This is an optimization exercise on Yosys and OpenROAD, whose aim is small area, a short achievable clock period and few clock cycles per item, not a production implementation. Only simulation tests tie the RTL to the original design; equivalence was not proved. No activity file was given, so power comes from the tool's default toggle rates.

===== design/flow/flow/margin.txt =====
10.4

===== design/flow/constraint.sdc =====
create_clock -name core_clock -period 18.0 [get_ports {clk}]
set_input_delay 3.6000 -clock core_clock [delete_from_list [all_inputs] [get_ports {clk}]]
set_output_delay 3.6000 -clock core_clock [all_outputs]
set_load 0.01 [all_outputs]

===== design/flow/config.mk =====
export PLATFORM = sky130hd
export DESIGN_NAME = ex_stage
export DESIGN_NICKNAME = ex_stage
export VERILOG_FILES = /design/flow/design.v
export SDC_FILE = /design/flow/constraint.sdc
export NUM_CORES = 4
export LEC_CHECK = 0
export ABC_AREA = 1
export CAP_MARGIN = 20
export CORE_MARGIN = 2
export CORE_UTILIZATION = 35
export SLEW_MARGIN = 30

===== design/flow/standard.sh =====
#!/bin/bash
# synth_recipe.tcl (not shown) runs the flow's synth.tcl, then flattens the netlist and writes it again
# the make line also repeats each setting of config.mk as NAME=value (left out here)
make -C /OpenROAD-flow-scripts/flow DESIGN_CONFIG=/design/flow/config.mk WORK_HOME=/design/flow/orfs CLKGATE_MAP_FILE= SYNTH_SCRIPT=/design/flow/synth_recipe.tcl "${@:-finish}"

===== design/flow/flow/run.sh =====
#!/bin/bash
# Standard synthesis, then the standard layout with timing repair aimed
# below the clock period (setup margin in flow/margin.txt), so the achieved
# period shrinks. Ports are buffered with buf_1 rather than the delay cell
# buffer_ports picks by default.
set -euo pipefail
MARGIN=$(cat flow/margin.txt)
bash standard.sh synth > synth.log 2>&1
bash standard.sh SETUP_SLACK_MARGIN=$MARGIN "BUFFER_PORTS_ARGS=-buffer_cell sky130_fd_sc_hd__buf_1" finish > layout.log 2>&1

===== design/flow/design.v =====
module ex_stage (
    input  logic        clk,
    input  logic        rst,
    input  logic        id_ex_valid,
    input  logic [31:0] id_ex_pc,
    input  logic [31:0] id_ex_rs1_data,
    input  logic [31:0] id_ex_rs2_data,
    input  logic [31:0] id_ex_imm,
    input  logic        id_ex_alu_src,
    input  logic [3:0]  id_ex_alu_op,
    input  logic        id_ex_branch,
    input  logic [2:0]  id_ex_funct3,
    input  logic [4:0]  id_ex_rd,
    input  logic        id_ex_reg_write,
    input  logic        id_ex_mem_read,
    input  logic        id_ex_mem_write,
    input  logic        id_ex_mem_to_reg,
    input  logic [1:0]  forwardA,
    input  logic [1:0]  forwardB,
    input  logic [31:0] mem_wb_fwd_data,
    input  logic        mem_stall,
    input  logic        flush,
    output logic        ex_busy,
    output logic        ex_mem_valid,
    output logic        ex_mem_reg_write,
    output logic        ex_mem_mem_read,
    output logic        ex_mem_mem_write,
    output logic        ex_mem_mem_to_reg,
    output logic [31:0] ex_mem_alu_result,
    output logic [31:0] ex_mem_store_data,
    output logic [4:0]  ex_mem_rd,
    output logic        ex_mem_branch_taken,
    output logic [31:0] ex_mem_branch_target
);
    logic [31:0] opa, fwdb, opb;
    always_comb begin
        case (forwardA)
            2'b01:   opa = ex_mem_alu_result;
            2'b10:   opa = mem_wb_fwd_data;
            default: opa = id_ex_rs1_data;
        endcase
        case (forwardB)
            2'b01:   fwdb = ex_mem_alu_result;
            2'b10:   fwdb = mem_wb_fwd_data;
            default: fwdb = id_ex_rs2_data;
        endcase
        opb = id_ex_alu_src ? id_ex_imm : fwdb;
    end
    logic        is_sub;
    logic [32:0] sum;
    logic        ltu, lts;
    logic        is_shift, sh_right;
    logic [31:0] opa_rev, ain;
    logic [7:0]  shdec;
    logic [31:0] alu_res;
    assign is_sub = (id_ex_alu_op != 4'd0);
    assign sum    = {1'b0, opa} + {1'b0, is_sub ? ~opb : opb} + {32'd0, is_sub};
    assign ltu    = ~sum[32];
    assign lts    = (opa[31] ^ opb[31]) ? opa[31] : sum[31];
    assign is_shift = ~id_ex_alu_op[3] & id_ex_alu_op[2] & (id_ex_alu_op[1] | id_ex_alu_op[0]);
    assign sh_right = is_shift & id_ex_alu_op[1];
    always_comb begin
        for (int i = 0; i < 32; i++) opa_rev[i] = opa[31-i];
        for (int i = 0; i < 8; i++) shdec[i] = (opb[2:0] == 3'(i));
    end
    assign ain = (~id_ex_alu_op[3] & id_ex_alu_op[1]) ? opa_rev : opa;
    always_comb begin
        case (id_ex_alu_op)
            4'd0, 4'd1: alu_res = sum[31:0];
            4'd2:       alu_res = opa & opb;
            4'd3:       alu_res = opa | opb;
            4'd4:       alu_res = opa ^ opb;
            4'd8:       alu_res = {31'd0, lts};
            4'd9:       alu_res = {31'd0, ltu};
            default:    alu_res = opb;    
        endcase
    end
    logic [3:0]  sel_q;           
    logic         cl_q;            
    logic [31:0]  hh;              
    logic [7:0]  bsl;
    logic [39:0] xs, xc;          
    logic [8:0]  lowsum;
    logic         is_mul;
    logic [31:0]  mq_q;
    logic [31:0] pp0;
    logic [31:0] pp1;
    logic [31:0] pp2;
    logic [31:0] pp3;
    logic [31:0] pp4;
    logic [31:0] pp5;
    logic [31:0] pp6;
    logic [31:0] pp7;
    logic fs0, fc0;
    logic fs1, fc1;
    logic fs2, fc2;
    logic fs3, fc3;
    logic fs4, fc4;
    logic fs5, fc5;
    logic fs6, fc6;
    logic fs7, fc7;
    logic fs8, fc8;
    logic fs9, fc9;
    logic fs10, fc10;
    logic fs11, fc11;
    logic fs12, fc12;
    logic fs13, fc13;
    logic fs14, fc14;
    logic fs15, fc15;
    logic fs16, fc16;
    logic fs17, fc17;
    logic fs18, fc18;
    logic fs19, fc19;
    logic fs20, fc20;
    logic fs21, fc21;
    logic fs22, fc22;
    logic fs23, fc23;
    logic fs24, fc24;
    logic fs25, fc25;
    logic fs26, fc26;
    logic fs27, fc27;
    logic fs28, fc28;
    logic fs29, fc29;
    logic fs30, fc30;
    logic fs31, fc31;
    logic fs32, fc32;
    logic fs33, fc33;
    logic fs34, fc34;
    logic fs35, fc35;
    logic fs36, fc36;
    logic fs37, fc37;
    logic fs38, fc38;
    logic fs39, fc39;
    logic fs40, fc40;
    logic fs41, fc41;
    logic fs42, fc42;
    logic fs43, fc43;
    logic fs44, fc44;
    logic fs45, fc45;
    logic fs46, fc46;
    logic fs47, fc47;
    logic fs48, fc48;
    logic fs49, fc49;
    logic fs50, fc50;
    logic fs51, fc51;
    logic fs52, fc52;
    logic fs53, fc53;
    logic fs54, fc54;
    logic fs55, fc55;
    logic fs56, fc56;
    logic fs57, fc57;
    logic fs58, fc58;
    logic fs59, fc59;
    logic fs60, fc60;
    logic fs61, fc61;
    logic fs62, fc62;
    logic fs63, fc63;
    logic fs64, fc64;
    logic fs65, fc65;
    logic fs66, fc66;
    logic fs67, fc67;
    logic fs68, fc68;
    logic fs69, fc69;
    logic fs70, fc70;
    logic fs71, fc71;
    logic fs72, fc72;
    logic fs73, fc73;
    logic fs74, fc74;
    logic fs75, fc75;
    logic fs76, fc76;
    logic fs77, fc77;
    logic fs78, fc78;
    logic fs79, fc79;
    logic fs80, fc80;
    logic fs81, fc81;
    logic fs82, fc82;
    logic fs83, fc83;
    logic fs84, fc84;
    logic fs85, fc85;
    logic fs86, fc86;
    logic fs87, fc87;
    logic fs88, fc88;
    logic fs89, fc89;
    logic fs90, fc90;
    logic fs91, fc91;
    logic fs92, fc92;
    logic fs93, fc93;
    logic fs94, fc94;
    logic fs95, fc95;
    logic fs96, fc96;
    logic fs97, fc97;
    logic fs98, fc98;
    logic fs99, fc99;
    logic fs100, fc100;
    logic fs101, fc101;
    logic fs102, fc102;
    logic fs103, fc103;
    logic fs104, fc104;
    logic fs105, fc105;
    logic fs106, fc106;
    logic fs107, fc107;
    logic fs108, fc108;
    logic fs109, fc109;
    logic fs110, fc110;
    logic fs111, fc111;
    logic fs112, fc112;
    logic fs113, fc113;
    logic fs114, fc114;
    logic fs115, fc115;
    logic fs116, fc116;
    logic fs117, fc117;
    logic fs118, fc118;
    logic fs119, fc119;
    logic fs120, fc120;
    logic fs121, fc121;
    logic fs122, fc122;
    logic fs123, fc123;
    logic fs124, fc124;
    logic fs125, fc125;
    logic fs126, fc126;
    logic fs127, fc127;
    logic fs128, fc128;
    logic fs129, fc129;
    logic fs130, fc130;
    logic fs131, fc131;
    logic fs132, fc132;
    logic fs133, fc133;
    logic fs134, fc134;
    logic fs135, fc135;
    logic fs136, fc136;
    logic fs137, fc137;
    logic fs138, fc138;
    logic fs139, fc139;
    logic fs140, fc140;
    logic fs141, fc141;
    logic fs142, fc142;
    logic fs143, fc143;
    logic fs144, fc144;
    logic fs145, fc145;
    logic fs146, fc146;
    logic fs147, fc147;
    logic fs148, fc148;
    logic fs149, fc149;
    logic fs150, fc150;
    logic fs151, fc151;
    logic fs152, fc152;
    logic fs153, fc153;
    logic fs154, fc154;
    logic fs155, fc155;
    logic fs156, fc156;
    logic fs157, fc157;
    logic fs158, fc158;
    logic fs159, fc159;
    logic fs160, fc160;
    logic fs161, fc161;
    logic fs162, fc162;
    logic fs163, fc163;
    logic fs164, fc164;
    logic fs165, fc165;
    logic fs166, fc166;
    logic fs167, fc167;
    logic fs168, fc168;
    logic fs169, fc169;
    logic fs170, fc170;
    logic fs171, fc171;
    logic fs172, fc172;
    logic fs173, fc173;
    logic fs174, fc174;
    logic fs175, fc175;
    logic fs176, fc176;
    logic fs177, fc177;
    logic fs178, fc178;
    logic fs179, fc179;
    logic fs180, fc180;
    logic fs181, fc181;
    logic fs182, fc182;
    logic fs183, fc183;
    logic fs184, fc184;
    logic fs185, fc185;
    logic fs186, fc186;
    logic fs187, fc187;
    logic fs188, fc188;
    logic fs189, fc189;
    logic fs190, fc190;
    logic fs191, fc191;
    logic fs192, fc192;
    logic fs193, fc193;
    logic fs194, fc194;
    logic fs195, fc195;
    logic fs196, fc196;
    logic fs197, fc197;
    logic fs198, fc198;
    logic fs199, fc199;
    logic fs200, fc200;
    logic fs201, fc201;
    logic fs202, fc202;
    logic fs203, fc203;
    logic fs204, fc204;
    logic fs205, fc205;
    logic fs206, fc206;
    logic fs207, fc207;
    logic fs208, fc208;
    logic fs209, fc209;
    logic hs0, hc0;
    logic hs1, hc1;
    logic hs2, hc2;
    logic hs3, hc3;
    logic hs4, hc4;
    logic hs5, hc5;
    logic hs6, hc6;
    assign is_mul = id_ex_alu_op[3] & id_ex_alu_op[1];    
    assign bsl    = ~id_ex_alu_op[3] ? shdec : (sel_q[0] ? opb[7:0] : mq_q[7:0]);
    assign hh     = {32{~sel_q[0]}} & (target_q + store_q + {31'd0, cl_q});
    assign pp0 = ain & {32{bsl[0]}};
    assign pp1 = ain & {32{bsl[1]}};
    assign pp2 = ain & {32{bsl[2]}};
    assign pp3 = ain & {32{bsl[3]}};
    assign pp4 = ain & {32{bsl[4]}};
    assign pp5 = ain & {32{bsl[5]}};
    assign pp6 = ain & {32{bsl[6]}};
    assign pp7 = ain & {32{bsl[7]}};
    assign hs0  = hh[5] ^ pp0[5];
    assign hc0 = hh[5] & pp0[5];
    assign fs0  = hh[6] ^ pp0[6] ^ pp1[5];
    assign fc0 = (hh[6] & pp0[6]) | (hh[6] & pp1[5]) | (pp0[6] & pp1[5]);
    assign hs1  = pp2[4] ^ pp3[3];
    assign hc1 = pp2[4] & pp3[3];
    assign fs1  = hh[7] ^ pp0[7] ^ pp1[6];
    assign fc1 = (hh[7] & pp0[7]) | (hh[7] & pp1[6]) | (pp0[7] & pp1[6]);
    assign fs2  = pp2[5] ^ pp3[4] ^ pp4[3];
    assign fc2 = (pp2[5] & pp3[4]) | (pp2[5] & pp4[3]) | (pp3[4] & pp4[3]);
    assign hs2  = pp5[2] ^ pp6[1];
    assign hc2 = pp5[2] & pp6[1];
    assign fs3  = hh[8] ^ pp0[8] ^ pp1[7];
    assign fc3 = (hh[8] & pp0[8]) | (hh[8] & pp1[7]) | (pp0[8] & pp1[7]);
    assign fs4  = pp2[6] ^ pp3[5] ^ pp4[4];
    assign fc4 = (pp2[6] & pp3[5]) | (pp2[6] & pp4[4]) | (pp3[5] & pp4[4]);
    assign fs5  = pp5[3] ^ pp6[2] ^ pp7[1];
    assign fc5 = (pp5[3] & pp6[2]) | (pp5[3] & pp7[1]) | (pp6[2] & pp7[1]);
    assign fs6  = hh[9] ^ pp0[9] ^ pp1[8];
    assign fc6 = (hh[9] & pp0[9]) | (hh[9] & pp1[8]) | (pp0[9] & pp1[8]);
    assign fs7  = pp2[7] ^ pp3[6] ^ pp4[5];
    assign fc7 = (pp2[7] & pp3[6]) | (pp2[7] & pp4[5]) | (pp3[6] & pp4[5]);
    assign fs8  = pp5[4] ^ pp6[3] ^ pp7[2];
    assign fc8 = (pp5[4] & pp6[3]) | (pp5[4] & pp7[2]) | (pp6[3] & pp7[2]);
    assign fs9  = hh[10] ^ pp0[10] ^ pp1[9];
    assign fc9 = (hh[10] & pp0[10]) | (hh[10] & pp1[9]) | (pp0[10] & pp1[9]);
    assign fs10  = pp2[8] ^ pp3[7] ^ pp4[6];
    assign fc10 = (pp2[8] & pp3[7]) | (pp2[8] & pp4[6]) | (pp3[7] & pp4[6]);
    assign fs11  = pp5[5] ^ pp6[4] ^ pp7[3];
    assign fc11 = (pp5[5] & pp6[4]) | (pp5[5] & pp7[3]) | (pp6[4] & pp7[3]);
    assign fs12  = hh[11] ^ pp0[11] ^ pp1[10];
    assign fc12 = (hh[11] & pp0[11]) | (hh[11] & pp1[10]) | (pp0[11] & pp1[10]);
    assign fs13  = pp2[9] ^ pp3[8] ^ pp4[7];
    assign fc13 = (pp2[9] & pp3[8]) | (pp2[9] & pp4[7]) | (pp3[8] & pp4[7]);
    assign fs14  = pp5[6] ^ pp6[5] ^ pp7[4];
    assign fc14 = (pp5[6] & pp6[5]) | (pp5[6] & pp7[4]) | (pp6[5] & pp7[4]);
    assign fs15  = hh[12] ^ pp0[12] ^ pp1[11];
    assign fc15 = (hh[12] & pp0[12]) | (hh[12] & pp1[11]) | (pp0[12] & pp1[11]);
    assign fs16  = pp2[10] ^ pp3[9] ^ pp4[8];
    assign fc16 = (pp2[10] & pp3[9]) | (pp2[10] & pp4[8]) | (pp3[9] & pp4[8]);
    assign fs17  = pp5[7] ^ pp6[6] ^ pp7[5];
    assign fc17 = (pp5[7] & pp6[6]) | (pp5[7] & pp7[5]) | (pp6[6] & pp7[5]);
    assign fs18  = hh[13] ^ pp0[13] ^ pp1[12];
    assign fc18 = (hh[13] & pp0[13]) | (hh[13] & pp1[12]) | (pp0[13] & pp1[12]);
    assign fs19  = pp2[11] ^ pp3[10] ^ pp4[9];
    assign fc19 = (pp2[11] & pp3[10]) | (pp2[11] & pp4[9]) | (pp3[10] & pp4[9]);
    assign fs20  = pp5[8] ^ pp6[7] ^ pp7[6];
    assign fc20 = (pp5[8] & pp6[7]) | (pp5[8] & pp7[6]) | (pp6[7] & pp7[6]);
    assign fs21  = hh[14] ^ pp0[14] ^ pp1[13];
    assign fc21 = (hh[14] & pp0[14]) | (hh[14] & pp1[13]) | (pp0[14] & pp1[13]);
    assign fs22  = pp2[12] ^ pp3[11] ^ pp4[10];
    assign fc22 = (pp2[12] & pp3[11]) | (pp2[12] & pp4[10]) | (pp3[11] & pp4[10]);
    assign fs23  = pp5[9] ^ pp6[8] ^ pp7[7];
    assign fc23 = (pp5[9] & pp6[8]) | (pp5[9] & pp7[7]) | (pp6[8] & pp7[7]);
    assign fs24  = hh[15] ^ pp0[15] ^ pp1[14];
    assign fc24 = (hh[15] & pp0[15]) | (hh[15] & pp1[14]) | (pp0[15] & pp1[14]);
    assign fs25  = pp2[13] ^ pp3[12] ^ pp4[11];
    assign fc25 = (pp2[13] & pp3[12]) | (pp2[13] & pp4[11]) | (pp3[12] & pp4[11]);
    assign fs26  = pp5[10] ^ pp6[9] ^ pp7[8];
    assign fc26 = (pp5[10] & pp6[9]) | (pp5[10] & pp7[8]) | (pp6[9] & pp7[8]);
    assign fs27  = hh[16] ^ pp0[16] ^ pp1[15];
    assign fc27 = (hh[16] & pp0[16]) | (hh[16] & pp1[15]) | (pp0[16] & pp1[15]);
    assign fs28  = pp2[14] ^ pp3[13] ^ pp4[12];
    assign fc28 = (pp2[14] & pp3[13]) | (pp2[14] & pp4[12]) | (pp3[13] & pp4[12]);
    assign fs29  = pp5[11] ^ pp6[10] ^ pp7[9];
    assign fc29 = (pp5[11] & pp6[10]) | (pp5[11] & pp7[9]) | (pp6[10] & pp7[9]);
    assign fs30  = hh[17] ^ pp0[17] ^ pp1[16];
    assign fc30 = (hh[17] & pp0[17]) | (hh[17] & pp1[16]) | (pp0[17] & pp1[16]);
    assign fs31  = pp2[15] ^ pp3[14] ^ pp4[13];
    assign fc31 = (pp2[15] & pp3[14]) | (pp2[15] & pp4[13]) | (pp3[14] & pp4[13]);
    assign fs32  = pp5[12] ^ pp6[11] ^ pp7[10];
    assign fc32 = (pp5[12] & pp6[11]) | (pp5[12] & pp7[10]) | (pp6[11] & pp7[10]);
    assign fs33  = hh[18] ^ pp0[18] ^ pp1[17];
    assign fc33 = (hh[18] & pp0[18]) | (hh[18] & pp1[17]) | (pp0[18] & pp1[17]);
    assign fs34  = pp2[16] ^ pp3[15] ^ pp4[14];
    assign fc34 = (pp2[16] & pp3[15]) | (pp2[16] & pp4[14]) | (pp3[15] & pp4[14]);
    assign fs35  = pp5[13] ^ pp6[12] ^ pp7[11];
    assign fc35 = (pp5[13] & pp6[12]) | (pp5[13] & pp7[11]) | (pp6[12] & pp7[11]);
    assign fs36  = hh[19] ^ pp0[19] ^ pp1[18];
    assign fc36 = (hh[19] & pp0[19]) | (hh[19] & pp1[18]) | (pp0[19] & pp1[18]);
    assign fs37  = pp2[17] ^ pp3[16] ^ pp4[15];
    assign fc37 = (pp2[17] & pp3[16]) | (pp2[17] & pp4[15]) | (pp3[16] & pp4[15]);
    assign fs38  = pp5[14] ^ pp6[13] ^ pp7[12];
    assign fc38 = (pp5[14] & pp6[13]) | (pp5[14] & pp7[12]) | (pp6[13] & pp7[12]);
    assign fs39  = hh[20] ^ pp0[20] ^ pp1[19];
    assign fc39 = (hh[20] & pp0[20]) | (hh[20] & pp1[19]) | (pp0[20] & pp1[19]);
    assign fs40  = pp2[18] ^ pp3[17] ^ pp4[16];
    assign fc40 = (pp2[18] & pp3[17]) | (pp2[18] & pp4[16]) | (pp3[17] & pp4[16]);
    assign fs41  = pp5[15] ^ pp6[14] ^ pp7[13];
    assign fc41 = (pp5[15] & pp6[14]) | (pp5[15] & pp7[13]) | (pp6[14] & pp7[13]);
    assign fs42  = hh[21] ^ pp0[21] ^ pp1[20];
    assign fc42 = (hh[21] & pp0[21]) | (hh[21] & pp1[20]) | (pp0[21] & pp1[20]);
    assign fs43  = pp2[19] ^ pp3[18] ^ pp4[17];
    assign fc43 = (pp2[19] & pp3[18]) | (pp2[19] & pp4[17]) | (pp3[18] & pp4[17]);
    assign fs44  = pp5[16] ^ pp6[15] ^ pp7[14];
    assign fc44 = (pp5[16] & pp6[15]) | (pp5[16] & pp7[14]) | (pp6[15] & pp7[14]);
    assign fs45  = hh[22] ^ pp0[22] ^ pp1[21];
    assign fc45 = (hh[22] & pp0[22]) | (hh[22] & pp1[21]) | (pp0[22] & pp1[21]);
    assign fs46  = pp2[20] ^ pp3[19] ^ pp4[18];
    assign fc46 = (pp2[20] & pp3[19]) | (pp2[20] & pp4[18]) | (pp3[19] & pp4[18]);
    assign fs47  = pp5[17] ^ pp6[16] ^ pp7[15];
    assign fc47 = (pp5[17] & pp6[16]) | (pp5[17] & pp7[15]) | (pp6[16] & pp7[15]);
    assign fs48  = hh[23] ^ pp0[23] ^ pp1[22];
    assign fc48 = (hh[23] & pp0[23]) | (hh[23] & pp1[22]) | (pp0[23] & pp1[22]);
    assign fs49  = pp2[21] ^ pp3[20] ^ pp4[19];
    assign fc49 = (pp2[21] & pp3[20]) | (pp2[21] & pp4[19]) | (pp3[20] & pp4[19]);
    assign fs50  = pp5[18] ^ pp6[17] ^ pp7[16];
    assign fc50 = (pp5[18] & pp6[17]) | (pp5[18] & pp7[16]) | (pp6[17] & pp7[16]);
    assign fs51  = hh[24] ^ pp0[24] ^ pp1[23];
    assign fc51 = (hh[24] & pp0[24]) | (hh[24] & pp1[23]) | (pp0[24] & pp1[23]);
    assign fs52  = pp2[22] ^ pp3[21] ^ pp4[20];
    assign fc52 = (pp2[22] & pp3[21]) | (pp2[22] & pp4[20]) | (pp3[21] & pp4[20]);
    assign fs53  = pp5[19] ^ pp6[18] ^ pp7[17];
    assign fc53 = (pp5[19] & pp6[18]) | (pp5[19] & pp7[17]) | (pp6[18] & pp7[17]);
    assign fs54  = hh[25] ^ pp0[25] ^ pp1[24];
    assign fc54 = (hh[25] & pp0[25]) | (hh[25] & pp1[24]) | (pp0[25] & pp1[24]);
    assign fs55  = pp2[23] ^ pp3[22] ^ pp4[21];
    assign fc55 = (pp2[23] & pp3[22]) | (pp2[23] & pp4[21]) | (pp3[22] & pp4[21]);
    assign fs56  = pp5[20] ^ pp6[19] ^ pp7[18];
    assign fc56 = (pp5[20] & pp6[19]) | (pp5[20] & pp7[18]) | (pp6[19] & pp7[18]);
    assign fs57  = hh[26] ^ pp0[26] ^ pp1[25];
    assign fc57 = (hh[26] & pp0[26]) | (hh[26] & pp1[25]) | (pp0[26] & pp1[25]);
    assign fs58  = pp2[24] ^ pp3[23] ^ pp4[22];
    assign fc58 = (pp2[24] & pp3[23]) | (pp2[24] & pp4[22]) | (pp3[23] & pp4[22]);
    assign fs59  = pp5[21] ^ pp6[20] ^ pp7[19];
    assign fc59 = (pp5[21] & pp6[20]) | (pp5[21] & pp7[19]) | (pp6[20] & pp7[19]);
    assign fs60  = hh[27] ^ pp0[27] ^ pp1[26];
    assign fc60 = (hh[27] & pp0[27]) | (hh[27] & pp1[26]) | (pp0[27] & pp1[26]);
    assign fs61  = pp2[25] ^ pp3[24] ^ pp4[23];
    assign fc61 = (pp2[25] & pp3[24]) | (pp2[25] & pp4[23]) | (pp3[24] & pp4[23]);
    assign fs62  = pp5[22] ^ pp6[21] ^ pp7[20];
    assign fc62 = (pp5[22] & pp6[21]) | (pp5[22] & pp7[20]) | (pp6[21] & pp7[20]);
    assign fs63  = hh[28] ^ pp0[28] ^ pp1[27];
    assign fc63 = (hh[28] & pp0[28]) | (hh[28] & pp1[27]) | (pp0[28] & pp1[27]);
    assign fs64  = pp2[26] ^ pp3[25] ^ pp4[24];
    assign fc64 = (pp2[26] & pp3[25]) | (pp2[26] & pp4[24]) | (pp3[25] & pp4[24]);
    assign fs65  = pp5[23] ^ pp6[22] ^ pp7[21];
    assign fc65 = (pp5[23] & pp6[22]) | (pp5[23] & pp7[21]) | (pp6[22] & pp7[21]);
    assign fs66  = hh[29] ^ pp0[29] ^ pp1[28];
    assign fc66 = (hh[29] & pp0[29]) | (hh[29] & pp1[28]) | (pp0[29] & pp1[28]);
    assign fs67  = pp2[27] ^ pp3[26] ^ pp4[25];
    assign fc67 = (pp2[27] & pp3[26]) | (pp2[27] & pp4[25]) | (pp3[26] & pp4[25]);
    assign fs68  = pp5[24] ^ pp6[23] ^ pp7[22];
    assign fc68 = (pp5[24] & pp6[23]) | (pp5[24] & pp7[22]) | (pp6[23] & pp7[22]);
    assign fs69  = hh[30] ^ pp0[30] ^ pp1[29];
    assign fc69 = (hh[30] & pp0[30]) | (hh[30] & pp1[29]) | (pp0[30] & pp1[29]);
    assign fs70  = pp2[28] ^ pp3[27] ^ pp4[26];
    assign fc70 = (pp2[28] & pp3[27]) | (pp2[28] & pp4[26]) | (pp3[27] & pp4[26]);
    assign fs71  = pp5[25] ^ pp6[24] ^ pp7[23];
    assign fc71 = (pp5[25] & pp6[24]) | (pp5[25] & pp7[23]) | (pp6[24] & pp7[23]);
    assign fs72  = hh[31] ^ pp0[31] ^ pp1[30];
    assign fc72 = (hh[31] & pp0[31]) | (hh[31] & pp1[30]) | (pp0[31] & pp1[30]);
    assign fs73  = pp2[29] ^ pp3[28] ^ pp4[27];
    assign fc73 = (pp2[29] & pp3[28]) | (pp2[29] & pp4[27]) | (pp3[28] & pp4[27]);
    assign fs74  = pp5[26] ^ pp6[25] ^ pp7[24];
    assign fc74 = (pp5[26] & pp6[25]) | (pp5[26] & pp7[24]) | (pp6[25] & pp7[24]);
    assign fs75  = pp1[31] ^ pp2[30] ^ pp3[29];
    assign fc75 = (pp1[31] & pp2[30]) | (pp1[31] & pp3[29]) | (pp2[30] & pp3[29]);
    assign fs76  = pp4[28] ^ pp5[27] ^ pp6[26];
    assign fc76 = (pp4[28] & pp5[27]) | (pp4[28] & pp6[26]) | (pp5[27] & pp6[26]);
    assign fs77  = pp2[31] ^ pp3[30] ^ pp4[29];
    assign fc77 = (pp2[31] & pp3[30]) | (pp2[31] & pp4[29]) | (pp3[30] & pp4[29]);
    assign hs3  = hh[3] ^ pp0[3];
    assign hc3 = hh[3] & pp0[3];
    assign fs78  = hh[4] ^ pp0[4] ^ pp1[3];
    assign fc78 = (hh[4] & pp0[4]) | (hh[4] & pp1[3]) | (pp0[4] & pp1[3]);
    assign hs4  = pp2[2] ^ pp3[1];
    assign hc4 = pp2[2] & pp3[1];
    assign fs79  = pp1[4] ^ pp2[3] ^ pp3[2];
    assign fc79 = (pp1[4] & pp2[3]) | (pp1[4] & pp3[2]) | (pp2[3] & pp3[2]);
    assign fs80  = pp4[1] ^ pp5[0] ^ hs0;
    assign fc80 = (pp4[1] & pp5[0]) | (pp4[1] & hs0) | (pp5[0] & hs0);
    assign fs81  = pp4[2] ^ pp5[1] ^ pp6[0];
    assign fc81 = (pp4[2] & pp5[1]) | (pp4[2] & pp6[0]) | (pp5[1] & pp6[0]);
    assign fs82  = hc0 ^ fs0 ^ hs1;
    assign fc82 = (hc0 & fs0) | (hc0 & hs1) | (fs0 & hs1);
    assign fs83  = pp7[0] ^ fc0 ^ hc1;
    assign fc83 = (pp7[0] & fc0) | (pp7[0] & hc1) | (fc0 & hc1);
    assign fs84  = fs1 ^ fs2 ^ hs2;
    assign fc84 = (fs1 & fs2) | (fs1 & hs2) | (fs2 & hs2);
    assign fs85  = fc1 ^ fc2 ^ hc2;
    assign fc85 = (fc1 & fc2) | (fc1 & hc2) | (fc2 & hc2);
    assign fs86  = fs3 ^ fs4 ^ fs5;
    assign fc86 = (fs3 & fs4) | (fs3 & fs5) | (fs4 & fs5);
    assign fs87  = fc3 ^ fc4 ^ fc5;
    assign fc87 = (fc3 & fc4) | (fc3 & fc5) | (fc4 & fc5);
    assign fs88  = fs6 ^ fs7 ^ fs8;
    assign fc88 = (fs6 & fs7) | (fs6 & fs8) | (fs7 & fs8);
    assign fs89  = fc6 ^ fc7 ^ fc8;
    assign fc89 = (fc6 & fc7) | (fc6 & fc8) | (fc7 & fc8);
    assign fs90  = fs9 ^ fs10 ^ fs11;
    assign fc90 = (fs9 & fs10) | (fs9 & fs11) | (fs10 & fs11);
    assign fs91  = fc9 ^ fc10 ^ fc11;
    assign fc91 = (fc9 & fc10) | (fc9 & fc11) | (fc10 & fc11);
    assign fs92  = fs12 ^ fs13 ^ fs14;
    assign fc92 = (fs12 & fs13) | (fs12 & fs14) | (fs13 & fs14);
    assign fs93  = fc12 ^ fc13 ^ fc14;
    assign fc93 = (fc12 & fc13) | (fc12 & fc14) | (fc13 & fc14);
    assign fs94  = fs15 ^ fs16 ^ fs17;
    assign fc94 = (fs15 & fs16) | (fs15 & fs17) | (fs16 & fs17);
    assign fs95  = fc15 ^ fc16 ^ fc17;
    assign fc95 = (fc15 & fc16) | (fc15 & fc17) | (fc16 & fc17);
    assign fs96  = fs18 ^ fs19 ^ fs20;
    assign fc96 = (fs18 & fs19) | (fs18 & fs20) | (fs19 & fs20);
    assign fs97  = fc18 ^ fc19 ^ fc20;
    assign fc97 = (fc18 & fc19) | (fc18 & fc20) | (fc19 & fc20);
    assign fs98  = fs21 ^ fs22 ^ fs23;
    assign fc98 = (fs21 & fs22) | (fs21 & fs23) | (fs22 & fs23);
    assign fs99  = fc21 ^ fc22 ^ fc23;
    assign fc99 = (fc21 & fc22) | (fc21 & fc23) | (fc22 & fc23);
    assign fs100  = fs24 ^ fs25 ^ fs26;
    assign fc100 = (fs24 & fs25) | (fs24 & fs26) | (fs25 & fs26);
    assign fs101  = fc24 ^ fc25 ^ fc26;
    assign fc101 = (fc24 & fc25) | (fc24 & fc26) | (fc25 & fc26);
    assign fs102  = fs27 ^ fs28 ^ fs29;
    assign fc102 = (fs27 & fs28) | (fs27 & fs29) | (fs28 & fs29);
    assign fs103  = fc27 ^ fc28 ^ fc29;
    assign fc103 = (fc27 & fc28) | (fc27 & fc29) | (fc28 & fc29);
    assign fs104  = fs30 ^ fs31 ^ fs32;
    assign fc104 = (fs30 & fs31) | (fs30 & fs32) | (fs31 & fs32);
    assign fs105  = fc30 ^ fc31 ^ fc32;
    assign fc105 = (fc30 & fc31) | (fc30 & fc32) | (fc31 & fc32);
    assign fs106  = fs33 ^ fs34 ^ fs35;
    assign fc106 = (fs33 & fs34) | (fs33 & fs35) | (fs34 & fs35);
    assign fs107  = fc33 ^ fc34 ^ fc35;
    assign fc107 = (fc33 & fc34) | (fc33 & fc35) | (fc34 & fc35);
    assign fs108  = fs36 ^ fs37 ^ fs38;
    assign fc108 = (fs36 & fs37) | (fs36 & fs38) | (fs37 & fs38);
    assign fs109  = fc36 ^ fc37 ^ fc38;
    assign fc109 = (fc36 & fc37) | (fc36 & fc38) | (fc37 & fc38);
    assign fs110  = fs39 ^ fs40 ^ fs41;
    assign fc110 = (fs39 & fs40) | (fs39 & fs41) | (fs40 & fs41);
    assign fs111  = fc39 ^ fc40 ^ fc41;
    assign fc111 = (fc39 & fc40) | (fc39 & fc41) | (fc40 & fc41);
    assign fs112  = fs42 ^ fs43 ^ fs44;
    assign fc112 = (fs42 & fs43) | (fs42 & fs44) | (fs43 & fs44);
    assign fs113  = fc42 ^ fc43 ^ fc44;
    assign fc113 = (fc42 & fc43) | (fc42 & fc44) | (fc43 & fc44);
    assign fs114  = fs45 ^ fs46 ^ fs47;
    assign fc114 = (fs45 & fs46) | (fs45 & fs47) | (fs46 & fs47);
    assign fs115  = fc45 ^ fc46 ^ fc47;
    assign fc115 = (fc45 & fc46) | (fc45 & fc47) | (fc46 & fc47);
    assign fs116  = fs48 ^ fs49 ^ fs50;
    assign fc116 = (fs48 & fs49) | (fs48 & fs50) | (fs49 & fs50);
    assign fs117  = fc48 ^ fc49 ^ fc50;
    assign fc117 = (fc48 & fc49) | (fc48 & fc50) | (fc49 & fc50);
    assign fs118  = fs51 ^ fs52 ^ fs53;
    assign fc118 = (fs51 & fs52) | (fs51 & fs53) | (fs52 & fs53);
    assign fs119  = fc51 ^ fc52 ^ fc53;
    assign fc119 = (fc51 & fc52) | (fc51 & fc53) | (fc52 & fc53);
    assign fs120  = fs54 ^ fs55 ^ fs56;
    assign fc120 = (fs54 & fs55) | (fs54 & fs56) | (fs55 & fs56);
    assign fs121  = fc54 ^ fc55 ^ fc56;
    assign fc121 = (fc54 & fc55) | (fc54 & fc56) | (fc55 & fc56);
    assign fs122  = fs57 ^ fs58 ^ fs59;
    assign fc122 = (fs57 & fs58) | (fs57 & fs59) | (fs58 & fs59);
    assign fs123  = fc57 ^ fc58 ^ fc59;
    assign fc123 = (fc57 & fc58) | (fc57 & fc59) | (fc58 & fc59);
    assign fs124  = fs60 ^ fs61 ^ fs62;
    assign fc124 = (fs60 & fs61) | (fs60 & fs62) | (fs61 & fs62);
    assign fs125  = fc60 ^ fc61 ^ fc62;
    assign fc125 = (fc60 & fc61) | (fc60 & fc62) | (fc61 & fc62);
    assign fs126  = fs63 ^ fs64 ^ fs65;
    assign fc126 = (fs63 & fs64) | (fs63 & fs65) | (fs64 & fs65);
    assign fs127  = fc63 ^ fc64 ^ fc65;
    assign fc127 = (fc63 & fc64) | (fc63 & fc65) | (fc64 & fc65);
    assign fs128  = fs66 ^ fs67 ^ fs68;
    assign fc128 = (fs66 & fs67) | (fs66 & fs68) | (fs67 & fs68);
    assign fs129  = fc66 ^ fc67 ^ fc68;
    assign fc129 = (fc66 & fc67) | (fc66 & fc68) | (fc67 & fc68);
    assign fs130  = fs69 ^ fs70 ^ fs71;
    assign fc130 = (fs69 & fs70) | (fs69 & fs71) | (fs70 & fs71);
    assign fs131  = fc69 ^ fc70 ^ fc71;
    assign fc131 = (fc69 & fc70) | (fc69 & fc71) | (fc70 & fc71);
    assign fs132  = fs72 ^ fs73 ^ fs74;
    assign fc132 = (fs72 & fs73) | (fs72 & fs74) | (fs73 & fs74);
    assign fs133  = pp7[25] ^ fc72 ^ fc73;
    assign fc133 = (pp7[25] & fc72) | (pp7[25] & fc73) | (fc72 & fc73);
    assign fs134  = fc74 ^ fs75 ^ fs76;
    assign fc134 = (fc74 & fs75) | (fc74 & fs76) | (fs75 & fs76);
    assign fs135  = pp5[28] ^ pp6[27] ^ pp7[26];
    assign fc135 = (pp5[28] & pp6[27]) | (pp5[28] & pp7[26]) | (pp6[27] & pp7[26]);
    assign fs136  = fc75 ^ fc76 ^ fs77;
    assign fc136 = (fc75 & fc76) | (fc75 & fs77) | (fc76 & fs77);
    assign fs137  = pp3[31] ^ pp4[30] ^ pp5[29];
    assign fc137 = (pp3[31] & pp4[30]) | (pp3[31] & pp5[29]) | (pp4[30] & pp5[29]);
    assign fs138  = pp6[28] ^ pp7[27] ^ fc77;
    assign fc138 = (pp6[28] & pp7[27]) | (pp6[28] & fc77) | (pp7[27] & fc77);
    assign fs139  = pp4[31] ^ pp5[30] ^ pp6[29];
    assign fc139 = (pp4[31] & pp5[30]) | (pp4[31] & pp6[29]) | (pp5[30] & pp6[29]);
    assign hs5  = hh[2] ^ pp0[2];
    assign hc5 = hh[2] & pp0[2];
    assign fs140  = pp1[2] ^ pp2[1] ^ pp3[0];
    assign fc140 = (pp1[2] & pp2[1]) | (pp1[2] & pp3[0]) | (pp2[1] & pp3[0]);
    assign fs141  = pp4[0] ^ hc3 ^ fs78;
    assign fc141 = (pp4[0] & hc3) | (pp4[0] & fs78) | (hc3 & fs78);
    assign fs142  = fc78 ^ hc4 ^ fs79;
    assign fc142 = (fc78 & hc4) | (fc78 & fs79) | (hc4 & fs79);
    assign fs143  = fc79 ^ fc80 ^ fs81;
    assign fc143 = (fc79 & fc80) | (fc79 & fs81) | (fc80 & fs81);
    assign fs144  = fc81 ^ fc82 ^ fs83;
    assign fc144 = (fc81 & fc82) | (fc81 & fs83) | (fc82 & fs83);
    assign fs145  = fc83 ^ fc84 ^ fs85;
    assign fc145 = (fc83 & fc84) | (fc83 & fs85) | (fc84 & fs85);
    assign fs146  = fc85 ^ fc86 ^ fs87;
    assign fc146 = (fc85 & fc86) | (fc85 & fs87) | (fc86 & fs87);
    assign fs147  = fc87 ^ fc88 ^ fs89;
    assign fc147 = (fc87 & fc88) | (fc87 & fs89) | (fc88 & fs89);
    assign fs148  = fc89 ^ fc90 ^ fs91;
    assign fc148 = (fc89 & fc90) | (fc89 & fs91) | (fc90 & fs91);
    assign fs149  = fc91 ^ fc92 ^ fs93;
    assign fc149 = (fc91 & fc92) | (fc91 & fs93) | (fc92 & fs93);
    assign fs150  = fc93 ^ fc94 ^ fs95;
    assign fc150 = (fc93 & fc94) | (fc93 & fs95) | (fc94 & fs95);
    assign fs151  = fc95 ^ fc96 ^ fs97;
    assign fc151 = (fc95 & fc96) | (fc95 & fs97) | (fc96 & fs97);
    assign fs152  = fc97 ^ fc98 ^ fs99;
    assign fc152 = (fc97 & fc98) | (fc97 & fs99) | (fc98 & fs99);
    assign fs153  = fc99 ^ fc100 ^ fs101;
    assign fc153 = (fc99 & fc100) | (fc99 & fs101) | (fc100 & fs101);
    assign fs154  = fc101 ^ fc102 ^ fs103;
    assign fc154 = (fc101 & fc102) | (fc101 & fs103) | (fc102 & fs103);
    assign fs155  = fc103 ^ fc104 ^ fs105;
    assign fc155 = (fc103 & fc104) | (fc103 & fs105) | (fc104 & fs105);
    assign fs156  = fc105 ^ fc106 ^ fs107;
    assign fc156 = (fc105 & fc106) | (fc105 & fs107) | (fc106 & fs107);
    assign fs157  = fc107 ^ fc108 ^ fs109;
    assign fc157 = (fc107 & fc108) | (fc107 & fs109) | (fc108 & fs109);
    assign fs158  = fc109 ^ fc110 ^ fs111;
    assign fc158 = (fc109 & fc110) | (fc109 & fs111) | (fc110 & fs111);
    assign fs159  = fc111 ^ fc112 ^ fs113;
    assign fc159 = (fc111 & fc112) | (fc111 & fs113) | (fc112 & fs113);
    assign fs160  = fc113 ^ fc114 ^ fs115;
    assign fc160 = (fc113 & fc114) | (fc113 & fs115) | (fc114 & fs115);
    assign fs161  = fc115 ^ fc116 ^ fs117;
    assign fc161 = (fc115 & fc116) | (fc115 & fs117) | (fc116 & fs117);
    assign fs162  = fc117 ^ fc118 ^ fs119;
    assign fc162 = (fc117 & fc118) | (fc117 & fs119) | (fc118 & fs119);
    assign fs163  = fc119 ^ fc120 ^ fs121;
    assign fc163 = (fc119 & fc120) | (fc119 & fs121) | (fc120 & fs121);
    assign fs164  = fc121 ^ fc122 ^ fs123;
    assign fc164 = (fc121 & fc122) | (fc121 & fs123) | (fc122 & fs123);
    assign fs165  = fc123 ^ fc124 ^ fs125;
    assign fc165 = (fc123 & fc124) | (fc123 & fs125) | (fc124 & fs125);
    assign fs166  = fc125 ^ fc126 ^ fs127;
    assign fc166 = (fc125 & fc126) | (fc125 & fs127) | (fc126 & fs127);
    assign fs167  = fc127 ^ fc128 ^ fs129;
    assign fc167 = (fc127 & fc128) | (fc127 & fs129) | (fc128 & fs129);
    assign fs168  = fc129 ^ fc130 ^ fs131;
    assign fc168 = (fc129 & fc130) | (fc129 & fs131) | (fc130 & fs131);
    assign fs169  = fc131 ^ fc132 ^ fs133;
    assign fc169 = (fc131 & fc132) | (fc131 & fs133) | (fc132 & fs133);
    assign fs170  = fc133 ^ fc134 ^ fs135;
    assign fc170 = (fc133 & fc134) | (fc133 & fs135) | (fc134 & fs135);
    assign fs171  = fc135 ^ fc136 ^ fs137;
    assign fc171 = (fc135 & fc136) | (fc135 & fs137) | (fc136 & fs137);
    assign fs172  = pp7[28] ^ fc137 ^ fc138;
    assign fc172 = (pp7[28] & fc137) | (pp7[28] & fc138) | (fc137 & fc138);
    assign fs173  = pp5[31] ^ pp6[30] ^ pp7[29];
    assign fc173 = (pp5[31] & pp6[30]) | (pp5[31] & pp7[29]) | (pp6[30] & pp7[29]);
    assign hs6  = hh[1] ^ pp0[1];
    assign hc6 = hh[1] & pp0[1];
    assign fs174  = pp1[1] ^ pp2[0] ^ hs5;
    assign fc174 = (pp1[1] & pp2[0]) | (pp1[1] & hs5) | (pp2[0] & hs5);
    assign fs175  = hs3 ^ hc5 ^ fs140;
    assign fc175 = (hs3 & hc5) | (hs3 & fs140) | (hc5 & fs140);
    assign fs176  = hs4 ^ fc140 ^ fs141;
    assign fc176 = (hs4 & fc140) | (hs4 & fs141) | (fc140 & fs141);
    assign fs177  = fs80 ^ fc141 ^ fs142;
    assign fc177 = (fs80 & fc141) | (fs80 & fs142) | (fc141 & fs142);
    assign fs178  = fs82 ^ fc142 ^ fs143;
    assign fc178 = (fs82 & fc142) | (fs82 & fs143) | (fc142 & fs143);
    assign fs179  = fs84 ^ fc143 ^ fs144;
    assign fc179 = (fs84 & fc143) | (fs84 & fs144) | (fc143 & fs144);
    assign fs180  = fs86 ^ fc144 ^ fs145;
    assign fc180 = (fs86 & fc144) | (fs86 & fs145) | (fc144 & fs145);
    assign fs181  = fs88 ^ fc145 ^ fs146;
    assign fc181 = (fs88 & fc145) | (fs88 & fs146) | (fc145 & fs146);
    assign fs182  = fs90 ^ fc146 ^ fs147;
    assign fc182 = (fs90 & fc146) | (fs90 & fs147) | (fc146 & fs147);
    assign fs183  = fs92 ^ fc147 ^ fs148;
    assign fc183 = (fs92 & fc147) | (fs92 & fs148) | (fc147 & fs148);
    assign fs184  = fs94 ^ fc148 ^ fs149;
    assign fc184 = (fs94 & fc148) | (fs94 & fs149) | (fc148 & fs149);
    assign fs185  = fs96 ^ fc149 ^ fs150;
    assign fc185 = (fs96 & fc149) | (fs96 & fs150) | (fc149 & fs150);
    assign fs186  = fs98 ^ fc150 ^ fs151;
    assign fc186 = (fs98 & fc150) | (fs98 & fs151) | (fc150 & fs151);
    assign fs187  = fs100 ^ fc151 ^ fs152;
    assign fc187 = (fs100 & fc151) | (fs100 & fs152) | (fc151 & fs152);
    assign fs188  = fs102 ^ fc152 ^ fs153;
    assign fc188 = (fs102 & fc152) | (fs102 & fs153) | (fc152 & fs153);
    assign fs189  = fs104 ^ fc153 ^ fs154;
    assign fc189 = (fs104 & fc153) | (fs104 & fs154) | (fc153 & fs154);
    assign fs190  = fs106 ^ fc154 ^ fs155;
    assign fc190 = (fs106 & fc154) | (fs106 & fs155) | (fc154 & fs155);
    assign fs191  = fs108 ^ fc155 ^ fs156;
    assign fc191 = (fs108 & fc155) | (fs108 & fs156) | (fc155 & fs156);
    assign fs192  = fs110 ^ fc156 ^ fs157;
    assign fc192 = (fs110 & fc156) | (fs110 & fs157) | (fc156 & fs157);
    assign fs193  = fs112 ^ fc157 ^ fs158;
    assign fc193 = (fs112 & fc157) | (fs112 & fs158) | (fc157 & fs158);
    assign fs194  = fs114 ^ fc158 ^ fs159;
    assign fc194 = (fs114 & fc158) | (fs114 & fs159) | (fc158 & fs159);
    assign fs195  = fs116 ^ fc159 ^ fs160;
    assign fc195 = (fs116 & fc159) | (fs116 & fs160) | (fc159 & fs160);
    assign fs196  = fs118 ^ fc160 ^ fs161;
    assign fc196 = (fs118 & fc160) | (fs118 & fs161) | (fc160 & fs161);
    assign fs197  = fs120 ^ fc161 ^ fs162;
    assign fc197 = (fs120 & fc161) | (fs120 & fs162) | (fc161 & fs162);
    assign fs198  = fs122 ^ fc162 ^ fs163;
    assign fc198 = (fs122 & fc162) | (fs122 & fs163) | (fc162 & fs163);
    assign fs199  = fs124 ^ fc163 ^ fs164;
    assign fc199 = (fs124 & fc163) | (fs124 & fs164) | (fc163 & fs164);
    assign fs200  = fs126 ^ fc164 ^ fs165;
    assign fc200 = (fs126 & fc164) | (fs126 & fs165) | (fc164 & fs165);
    assign fs201  = fs128 ^ fc165 ^ fs166;
    assign fc201 = (fs128 & fc165) | (fs128 & fs166) | (fc165 & fs166);
    assign fs202  = fs130 ^ fc166 ^ fs167;
    assign fc202 = (fs130 & fc166) | (fs130 & fs167) | (fc166 & fs167);
    assign fs203  = fs132 ^ fc167 ^ fs168;
    assign fc203 = (fs132 & fc167) | (fs132 & fs168) | (fc167 & fs168);
    assign fs204  = fs134 ^ fc168 ^ fs169;
    assign fc204 = (fs134 & fc168) | (fs134 & fs169) | (fc168 & fs169);
    assign fs205  = fs136 ^ fc169 ^ fs170;
    assign fc205 = (fs136 & fc169) | (fs136 & fs170) | (fc169 & fs170);
    assign fs206  = fs138 ^ fc170 ^ fs171;
    assign fc206 = (fs138 & fc170) | (fs138 & fs171) | (fc170 & fs171);
    assign fs207  = fs139 ^ fc171 ^ fs172;
    assign fc207 = (fs139 & fc171) | (fs139 & fs172) | (fc171 & fs172);
    assign fs208  = fc139 ^ fc172 ^ fs173;
    assign fc208 = (fc139 & fc172) | (fc139 & fs173) | (fc172 & fs173);
    assign fs209  = pp6[31] ^ pp7[30] ^ fc173;
    assign fc209 = (pp6[31] & pp7[30]) | (pp6[31] & fc173) | (pp7[30] & fc173);
    assign xs[0] = hh[0];
    assign xc[0] = pp0[0];
    assign xs[1] = pp1[0];
    assign xc[1] = hs6;
    assign xs[2] = hc6;
    assign xc[2] = fs174;
    assign xs[3] = fc174;
    assign xc[3] = fs175;
    assign xs[4] = fc175;
    assign xc[4] = fs176;
    assign xs[5] = fc176;
    assign xc[5] = fs177;
    assign xs[6] = fc177;
    assign xc[6] = fs178;
    assign xs[7] = fc178;
    assign xc[7] = fs179;
    assign xs[8] = fc179;
    assign xc[8] = fs180;
    assign xs[9] = fc180;
    assign xc[9] = fs181;
    assign xs[10] = fc181;
    assign xc[10] = fs182;
    assign xs[11] = fc182;
    assign xc[11] = fs183;
    assign xs[12] = fc183;
    assign xc[12] = fs184;
    assign xs[13] = fc184;
    assign xc[13] = fs185;
    assign xs[14] = fc185;
    assign xc[14] = fs186;
    assign xs[15] = fc186;
    assign xc[15] = fs187;
    assign xs[16] = fc187;
    assign xc[16] = fs188;
    assign xs[17] = fc188;
    assign xc[17] = fs189;
    assign xs[18] = fc189;
    assign xc[18] = fs190;
    assign xs[19] = fc190;
    assign xc[19] = fs191;
    assign xs[20] = fc191;
    assign xc[20] = fs192;
    assign xs[21] = fc192;
    assign xc[21] = fs193;
    assign xs[22] = fc193;
    assign xc[22] = fs194;
    assign xs[23] = fc194;
    assign xc[23] = fs195;
    assign xs[24] = fc195;
    assign xc[24] = fs196;
    assign xs[25] = fc196;
    assign xc[25] = fs197;
    assign xs[26] = fc197;
    assign xc[26] = fs198;
    assign xs[27] = fc198;
    assign xc[27] = fs199;
    assign xs[28] = fc199;
    assign xc[28] = fs200;
    assign xs[29] = fc200;
    assign xc[29] = fs201;
    assign xs[30] = fc201;
    assign xc[30] = fs202;
    assign xs[31] = fc202;
    assign xc[31] = fs203;
    assign xs[32] = fc203;
    assign xc[32] = fs204;
    assign xs[33] = fc204;
    assign xc[33] = fs205;
    assign xs[34] = fc205;
    assign xc[34] = fs206;
    assign xs[35] = fc206;
    assign xc[35] = fs207;
    assign xs[36] = fc207;
    assign xc[36] = fs208;
    assign xs[37] = fc208;
    assign xc[37] = fs209;
    assign xs[38] = pp7[31];
    assign xc[38] = fc209;
    assign xs[39] = 1'b0;
    assign xc[39] = 1'b0;
    assign lowsum = {1'b0, xs[7:0]} + {1'b0, xc[7:0]};
    logic br_eq, br_ltu, br_lts, br_cond;
    assign br_eq  = (opa == fwdb);
    assign br_ltu = (opa < fwdb);
    assign br_lts = (opa[31] ^ fwdb[31]) ? opa[31] : br_ltu;
    always_comb begin
        case (id_ex_funct3[2:1])
            2'b00:   br_cond = br_eq;
            2'b10:   br_cond = br_lts;
            default: br_cond = br_ltu;
        endcase
        br_cond = br_cond ^ id_ex_funct3[0];
    end
    logic accept, mul_step, last;
    assign last     = sel_q[3];
    assign ex_busy  = is_mul & ~last;
    assign accept   = id_ex_valid & ~ex_busy & ~mem_stall & ~flush;
    assign mul_step = id_ex_valid & is_mul & ~last & ~flush & ~mem_stall;
    always_ff @(posedge clk) begin
        if (rst || flush || !id_ex_valid || accept) begin
            sel_q <= 4'(1);
        end else if (mul_step) begin
            sel_q <= sel_q << 1;
        end
    end
    always_ff @(posedge clk) begin
        if (mul_step) begin
            mq_q <= {lowsum[7:0], (sel_q[0] ? opb[31:8] : mq_q[31:8])};
            cl_q <= lowsum[8];
        end
    end
    logic        valid_q, rw_q, mr_q, mw_q, m2r_q, taken_q;
    logic [31:0] res_s_q, res_c_q, store_q, target_q;
    logic        res_ci_q;
    logic [4:0]  rd_q;
    logic [4:0]  sh_amt_q;            
    logic        sh_rev_q, sh_fill_q;
    logic [31:0] res_sum, res_shl, res_fill, res_out;
    logic [31:0] res_s_d, res_c_d;
    logic        res_ci_d;
    logic m_lo, m_hi;
    assign m_lo = is_mul & ~id_ex_alu_op[0];
    assign m_hi = is_mul & id_ex_alu_op[0];
    assign res_s_d  = ({32{m_lo}} & {xs[7:0], mq_q[31:8]}) | ({32{m_hi}} & xs[39:8]) |
                      ({32{is_shift}} & xs[31:0]) |
                      ({32{~is_mul & ~is_shift}} & alu_res);
    assign res_c_d  = ({32{m_lo}} & {xc[7:0], 24'd0}) | ({32{m_hi}} & xc[39:8]) |
                      ({32{is_shift}} & xc[31:0]);
    assign res_ci_d = m_hi & lowsum[8];
    always_ff @(posedge clk) begin
        if (rst || flush) begin
            valid_q <= 1'b0;
            rw_q    <= 1'b0;
            mr_q    <= 1'b0;
            mw_q    <= 1'b0;
            m2r_q   <= 1'b0;
            taken_q <= 1'b0;
        end else if (!mem_stall) begin
            valid_q <= accept;
            rw_q    <= accept & id_ex_reg_write;
            mr_q    <= accept & id_ex_mem_read;
            mw_q    <= accept & id_ex_mem_write;
            m2r_q   <= accept & id_ex_mem_to_reg;
            taken_q <= accept & id_ex_branch & br_cond;
        end
    end
    always_ff @(posedge clk) begin
        if (accept) begin
            res_s_q   <= res_s_d;
            res_c_q   <= res_c_d;
            res_ci_q  <= res_ci_d;
            store_q   <= fwdb;
            sh_amt_q  <= {5{is_shift}} & opb[4:0];
            sh_rev_q  <= sh_right;
            sh_fill_q <= sh_right & id_ex_alu_op[0] & opa[31];
            rd_q      <= id_ex_rd;
            target_q  <= id_ex_pc + id_ex_imm;
        end else if (mul_step) begin
            store_q   <= xc[39:8];
            target_q  <= xs[39:8];
        end
    end
    assign ex_mem_valid         = valid_q;
    assign ex_mem_reg_write     = rw_q;
    assign ex_mem_mem_read      = mr_q;
    assign ex_mem_mem_write     = mw_q;
    assign ex_mem_mem_to_reg    = m2r_q;
    assign res_sum  = res_s_q + res_c_q + {31'd0, res_ci_q};
    assign res_shl  = res_sum << {sh_amt_q[4:3], 3'd0};
    always_comb begin
        for (int i = 0; i < 32; i++) res_fill[i] = sh_fill_q & (5'(i) < sh_amt_q);
    end
    always_comb begin
        for (int i = 0; i < 32; i++) res_out[i] = sh_rev_q ? (res_shl[31-i] | res_fill[31-i])
                                                             : res_shl[i];
    end
    assign ex_mem_alu_result    = res_out;
    assign ex_mem_store_data    = store_q;
    assign ex_mem_rd            = rd_q;
    assign ex_mem_branch_taken  = taken_q;
    assign ex_mem_branch_target = target_q;
endmodule

==> results of run 1 <==
==> cells in the mapped netlist (all sizes together), types with 34 or more instances <==
library cell	n
or2	50
nand2	816
ha	237
nand3	159
inv	561
a21oi	300
xor2	63
o22ai	34
o21ai	349
edfxtp	174
clkbuf	103
nor2	288
fa	217
==> kinds of logic (layout without fill, tap and decap cells) <==
kind of cell / count (synthesis) / in the layout
adders and majority gates: 454 / 454
buffers and inverters: 698 / 1156
DFF: 184 / 184
and+or+nand+nor: 1365 / 1367
xor gates and xnor gates: 89 / 89
muxes: 2 / 2
AOI/OAI and AO/OA: 884 / 885
other: 0 / 2
==> cell type report <==
class | instances | area, sq um | area share
Tap cell | 1030 | 1290 | 0.0369
Multi-Input combinational cell | 2797 | 21400 | 0.614
Antenna cell | 2 | 5.00 | 0.000143
Inverter | 567 | 2310 | 0.0662
Timing Repair Buffer | 547 | 3690 | 0.106
Clock inverter | 12 | 98.8 | 0.00283
Sequential cell | 184 | 5430 | 0.155
Clock buffer | 20 | 468 | 0.0134
Timing Repair inverter | 10 | 165 | 0.00473
==> worst register-to-register path, delay by kind of cell (launching register included) <==
family          cells  cell delay [ps]
compound gates      8             1670
fa+ha+maj           6             2550
xor+xnor            1              290
buf+inv             4              290
flops               1              410
simple gates       11             1660
==> metrics by stage <==
stage	area (sq um)	hold slack, ps
finish	34900	460
global route	34900	489
CTS	32500	464
detailed placement	29600	436
global placement	29600	434
floorplan	27300	422
==> final timing paths <==
path / from / to / cells after the start
worst max-delay path: forwardB[1] / store_q[6] / 22
worst min-delay path: sel_q[2] / sel_q[3] / 2
worst max register to register: res_s_q[0] / cl_q / 30
worst min register to register: sel_q[2] / sel_q[3] / 2
==> routing by layer <==
| layer | up-vias | GRT usage |
|---|---|---|
| li1 | 13103 | - |
| met1 | 14544 | 0.473 |
| met2 | 2090 | 0.530 |
| met3 | 440 | 0.0865 |
| met4 | 0 | 0.186 |
| met5 | - | 0 |
==> what timing repair did <==
item                       CTS  global route
pin swaps                   91           198
hold buffers                 0             0
gates cloned                12             7
buffers inserted           119            67
setup endpoints to repair  137           135
gates resized for setup    372           491
==> power groups by stage <==
| stage | sequential, uW | clock, uW | combinational (uW) |
|---|---|---|---|
| 6_report | 601 | 396 | 2680 |
| 3_3_place_gp | 610 | 0 | 2020 |
| 4_1_cts | 600 | 393 | 2260 |
| 2_1_floorplan | 602 | 0 | 1210 |
| 3_5_place_dp | 608 | 0 | 2030 |
| 5_1_grt | 603 | 406 | 2820 |
==> registers in the layout, indices dropped and copies added, names as in the netlist <==
register   flops
mr_q           1
rd_q           5
sh_amt_q       5
store_q       32
m2r_q          1
sh_fill_q      1
mw_q           1
sel_q          4
sh_rev_q       1
target_q      32
res_c_q       32
res_s_q       32
rw_q           1
valid_q        1
mq_q          32
cl_q           1
taken_q        1
res_ci_q       1
==> impl_results.md, run 1 <==
- Syn-to-layout area delta: 29.2%
- Total GRT Usage: 0.355
- Cells after Synth: 3,676
- Critical path's top delay family: adder cells
- Hpwl dp: 112,000 um
- Met3 WL: 18,000 um
- Final Setup Violations: 0
- GR Overflow Total: 0
- Die H: 282 um
- Row Count: 101
- PwrDens: 105 nW/um^2
- CP bufs+invs: 8
- Syn nets: 4,317
- Placed Cells: around 4,900
- Post-Syn Area per Cell: 7.35 sq um
- Largest fanout on the critical path: 6
- Mux contribution to synthesized area: 0.000741
- Worst EP required: around 18,000 ps
- Crit Path Class: input port to flop
- Fin crit share: 0.435
- Crit-path slowest cell: fa_2
- Status: timing/DRC/antenna clean
- Clock slew at reported path FFs: about 80 ps
- Clk pwr share: 0.108
- Max transition margin: 0.210
- Internal Pwr Total: 1720 uW
- CTS sink count: 184
- Sequential share of power: 0.163
- Vias in the first global route: 27,781
- Synthesis warning total: 1
- Routability congestion estimate: 1.04
- CTS Buf Count: 17
- DR WL met2: 62,200 um
- Sw power: about 2000 uW
- Synth cell types: 66
- Number of vias per cell: 5.84
- Static Leak: 0.0152 uW
- Post-synthesis adder-cell area fraction: 0.271
- Die X: 282 um
- Core Region: 76,200 sq um
- Clock Path Buffers: 2
- First-pass GRT wire length: 199,000 um
- Final Power: 3680 uW
- Xor and xnor area share after synthesis: 0.0289
- Period minus WS final: 7830 ps
- H-tree levels: 4
- Peak VDD IR: 0.0866 mV
- I/O pin count: 295
- DR top layer: met4
- Syn Std Cell Area: 27,000 sq um
- Drt drc: 0
- Initial DRC Count: 3,987
- Post-synth ARST share: 0
- CP startpoint kind: input port
- Crit end category: flop
- Starting Density: 0.354
- Area leader, netlist: edfxtp_1
- CTS tree: done
- CP max stage delay: 660 ps
- Pre-CTS WS: 7880 ps
- Top cells by area, synth: edfxtp_1 (19%), fa_1 (16%), nand2_1 (11%), ha_1 (11%), inv_1 (7.7%)
- Post-synthesis sequential area ratio: 0.201
- Post-synthesis register bit count: roughly 180
- DR vias: 30,177
- Most used cell along the critical path: nand2_4
- Compound-Gate Fraction of Synth Area: 0.192
- Final antenna-violating net count: 0
- Wl on met1: 56,900 um
- Pins Over Slew Limit: 0
- Post-synth top area share: 0.194
- Worst slew pin tran: 1170 ps
- Commonest non-fill, non-tap cells in the layout: nand2_1 (706), inv_1 (455), buf_1 (288)
- Post-synth EDFFs: 174
- Routed wire length: 147,000 um
- Combinational share of power: 0.729
- Switching Share: 0.533
- Final cell count without fillers: 5,169
- Max cap viols: 0
- Hold Vio Cnt, Final: 0
- Final Util: 0.458
- Share of layout cells above drive strength 1: 0.231
- Filler cell count: 7,628
- Antenna violations before repair: 1
- Cells along the critical path: buf_8 -> inv_4 -> ha_4 -> clkinvlp_4 -> o21ai_4 -> nand2_4 -> nand2_4 -> nand2_8 -> buf_6 -> o21ai_4 -> nand2_8 -> buf_12 -> buf_12 -> clkinv_16 -> nand2_4 -> fa_2 -> fa_1 -> inv_1 -> fa_1 -> fa_2 -> nand2_4 -> o21ai_4
- Arrival time worst endpoint: 8120 ps
- Max Fclk: 128 MHz
- RSZ-0062 raised after global routing: true
- Setup tns final: 0 ps
- Final #Nets: approximately 4,800
- Worst-Skew Late Latency: 490 ps
- Drt first pass iters: 9
- Main combinational cell family by area after synthesis: adder cells
- PortBufs: 294
- Simple-gate share of the synthesized area: 0.208
- Synth Flop Type: edfxtp_1
- Setup slack after layout: 10,170 ps
- Avg WL per Cell: around 28 um
- Largest net degree at the start of global routing: 73
- Flop-to-flop setup slack: roughly 11,000 ps
- Root Driver: clkbuf_16
- Die ar.: approximately 80,000 sq um
- Clock skew: 14.7 ps
- Worst hold path type: flop to flop
- Most common cell after layout, fill and taps aside: nand2_1
Testbench counts, summed over its fixed seeds: cycles 25,557, instructions 16,000.
==> inputs of run 2 (changes only) <==
==> design/flow/flow/margin.txt (replaced) <==
10.1
--- a/design/flow/config.mk
+++ b/design/flow/config.mk
@@ -8,5 +8,5 @@
 export ABC_AREA = 1
 export CAP_MARGIN = 20
 export CORE_MARGIN = 2
-export CORE_UTILIZATION = 35
+export CORE_UTILIZATION = 45
 export SLEW_MARGIN = 30
==> impl_results.md, run 2 <==
- First-pass GRT wire length: 190,000 um (-4.7%)
- Met2 track demand over resource: 0.614 (+0.0836)
- I/O pin count: 295 (unchanged)
- Antenna violations before repair: 4 (+3)
- Met1 usage: 0.562 (+0.0898)
- Root Driver: clkbuf_16
- Starting Density: 0.457 (+0.102)
- Drt drc: 0 (unchanged)
- Placed Cells: 4,676 (-5.2%)
- Row Count: 89 (-12%)
- Share of layout cells above drive strength 1: 0.134 (-0.0977)
- Final #Nets: 4,669 (-2.0%)
- Reg2reg end: res_ci_q
- Final Util: 0.538 (+0.0798)
- Top cells by area, synth: edfxtp_1 (19%), fa_1 (16%), nand2_1 (11%), ha_1 (11%), inv_1 (7.7%)
- CP startpoint kind: input port
- Max cap viols: 0 (unchanged)
- Status: timing/DRC/antenna clean
- RR Startpoint: res_c_q[0]
- Worst hold path type: flop to flop
- Area leader, netlist: edfxtp_1
- Post-synth ARST share: 0 (unchanged)
- Clock slew at reported path FFs: 80 ps (about the same)
- Worst reg-to-reg path cell count: 34 (+13%)
- Final cell count without fillers: 4,817 (-6.8%)
- Vias in the first global route: 27,076 (-2.5%)
- GR Overflow Total: 0 (unchanged)
- Final antenna-violating net count: 0 (unchanged)
- CTS tree: done
- Fin crit share: 0.439 (+0.00417)
- Worst slew pin tran: 925 ps (-249 ps)
- Routability congestion estimate: 1.05 (+0.64%)
- Cells after Synth: 3,676 (unchanged)
- H-tree levels: 4 (unchanged)
- Total GRT Usage: 0.426 (+0.0712)
- PwrDens: 105 nW/um^2 (-0.69%)
- Core Region: 59,100 sq um (-22%)
- Pre-CTS WS: 7760 ps (-119 ps)
- Met3 usage: 0.142 (+0.0554)
- Max transition margin: 0.384 (+0.174)
- DR vias: 29,328 (-2.8%)
- Die ar.: 62,000 sq um (-22%)
- Crit end category: flop
- Largest fanout on the critical path: 6 (unchanged)
- Synth cell types: 66 (unchanged)
- Syn nets: 4,317 (unchanged)
- Setup slack after layout: 10,100 ps (-75.0 ps)
- Crit Path Class: input port to flop
- Hpwl dp: 108,000 um (-3.5%)
- Worst-Skew Late Latency: 510 ps (+20 ps)
- Post-synthesis register bit count: 184 (unchanged)
- Hold Slack: 471 ps (+10.5 ps)
- Arrival time worst endpoint: 8120 ps (about the same)
- Synthesis warning total: 1 (unchanged)
- Clock Path Buffers: 2 (unchanged)
- Die H: 249 um (-12%)
- Most numerous cell in the Yosys netlist: nand2_1
- Routed wire length: 136,000 um (-7.5%)
- Clock skew: 24.6 ps (+9.89 ps)
- Avg WL per Cell: 28.2 um (-0.70%)
- Post-Syn Area per Cell: 7.35 sq um (unchanged)
- Initial DRC Count: 3,874 (-2.8%)
- Number of vias per cell: 6.09 (+4.3%)
- Syn Std Cell Area: 27,000 sq um (unchanged)
- Hold Vio Cnt, Final: 0 (unchanged)
- Worst EP required: 18,220 ps (-70 ps)
- Flop-to-flop setup slack: 10,540 ps (-310 ps)
- CTS Buf Count: 17 (unchanged)
- Syn-to-layout area delta: 17.7%
- Setup tns final: 0 ps (unchanged)
- GR peak layer: met2
- Pins Over Slew Limit: 0 (unchanged)
- Peak VDD IR: 0.0863 mV (-0.45%)
- Synth Flop Type: edfxtp_1
- Max Fclk: 127 MHz (-0.95%)
- Most common cell after layout, fill and taps aside: nand2_1
- Period minus WS final: 7900 ps (+75.0 ps)
- Drt first pass iters: 12 (+3)
- Synth cell count leaders: nand2_1 (808), inv_1 (554), o21ai_0 (318)
- Largest net degree at the start of global routing: 97 (+33%)
- Die X: 249 um (-12%)
- Final Setup Violations: 0 (unchanged)
- Endpoint, Worst Hold: mr_q
- Static Leak: 0.0143 uW (-5.5%)
- Hold wc startpoint: mr_q
- CTS sink count: 184 (unchanged)
- Post-synthesis sequential area ratio: 0.201 (unchanged)
- PortBufs: 294 (unchanged)
- Commonest non-fill, non-tap cells in the layout: nand2_1 (771), inv_1 (505), buf_1 (289)
- Post-synth EDFFs: 174 (unchanged)
- Worst hold stages: 2 (unchanged)
- Post-synth top area share: 0.194 (unchanged)
- RSZ-0062 raised after global routing: true
-- run 2: cell counts after synthesis --
No cell type changed its count.
-- run 2: logic make-up (layout without fill, tap and decap cells) --
logic type                 Yosys count  count (layout)  share of synthesized area
xor gates and xnor gates            89              89                     0.0289
and+or+nand+nor                   1365            1367                      0.208
other                                0               3                          0
AOI/OAI and AO/OA                  884             884                      0.192
DFF                                184             184                      0.201
muxes                                2               2                   0.000741
adders and majority gates          454             454                      0.271
buffers and inverters              698            1061                     0.0988
-- run 2: worst max path at each step --
| stage | from | end | cells after the start |
|---|---|---|---|
| floorplan | forwardB[0] | res_ci_q | 23 |
| global placement | id_ex_alu_op[1] | res_ci_q | 16 |
| detailed placement | id_ex_alu_op[1] | res_ci_q | 16 |
| CTS | forwardB[1] | res_ci_q | 22 |
| global route | forwardB[0] | res_ci_q | 25 |
| finish | forwardB[0] | res_ci_q | 22 |
-- run 2: stage by stage --
stage	area [sq um]	total power, uW
after CTS	30900	3150
after detailed placement	29100	2590
final	31800	3330
after global placement	29100	2580
after floorplan	27100	1780
after global routing	31800	3480
-- run 2: where the power goes --
| group | total, uW | switching (uW) | internal [uW] |
|---|---|---|---|
| Sequential | 595 | 26.3 | 569 |
| Clock | 429 | 214 | 215 |
| Combinational | 2300 | 1530 | 778 |
| Total | 3330 | 1770 | 1560 |
-- run 2: layout make-up --
cell class | count | area (sq um)
Inverter | 567 | 2210
Tap cell | 773 | 967
Timing Repair inverter | 7 | 87.6
Sequential cell | 184 | 5430
Timing Repair Buffer | 455 | 2580
Clock buffer | 18 | 429
Clock inverter | 14 | 201
Fill cell | 5970 | 27300
Multi-Input combinational cell | 2796 | 19900
Antenna cell | 3 | 7.51
-- run 2: per-layer routing --
| layer | part of all wire | wire length (um) |
|---|---|---|
| met5 | 0.00093 | 126 |
| met4 | 0.067 | 9090 |
| met3 | 0.14 | 18500 |
| met2 | 0.41 | 55800 |
| met1 | 0.39 | 52300 |
-- run 2: timing repair --
action / 4_1_cts / 5_1_grt
hold buffers: 0 / 0
pin swaps: 40 / 67
gates cloned: 9 / 1
gates resized for setup: 196 / 163
buffers inserted: 58 / 38
hold endpoints to repair: 0 / 0
setup endpoints to repair: 133 / 124
-- run 2: critical path, cell delays in order --
cell and delay, ps:
buf_4 110, inv_2 50, ha_4 310, clkinvlp_4 100, buf_8 150, buf_4 160, o21ai_4 250, o21ai_4 120
buf_12 160, o21ai_2 150, nand2_2 160, buf_4 180, nor2_2 110, fa_1 460, fa_2 370, inv_2 70
fa_1 420, fa_2 590, inv_1 50, ha_1 330, o21ai_2 100, a21oi_2 100

Re-timed with assumed drivers on the ports (clkbuf_16 on the clock, buf_2 on other inputs), run 2 has 10.105 ns of setup slack against 10.095 ns with ideal ports, and 9.554 ns once port delays also move by the mid clock arrival of 0.551 ns.
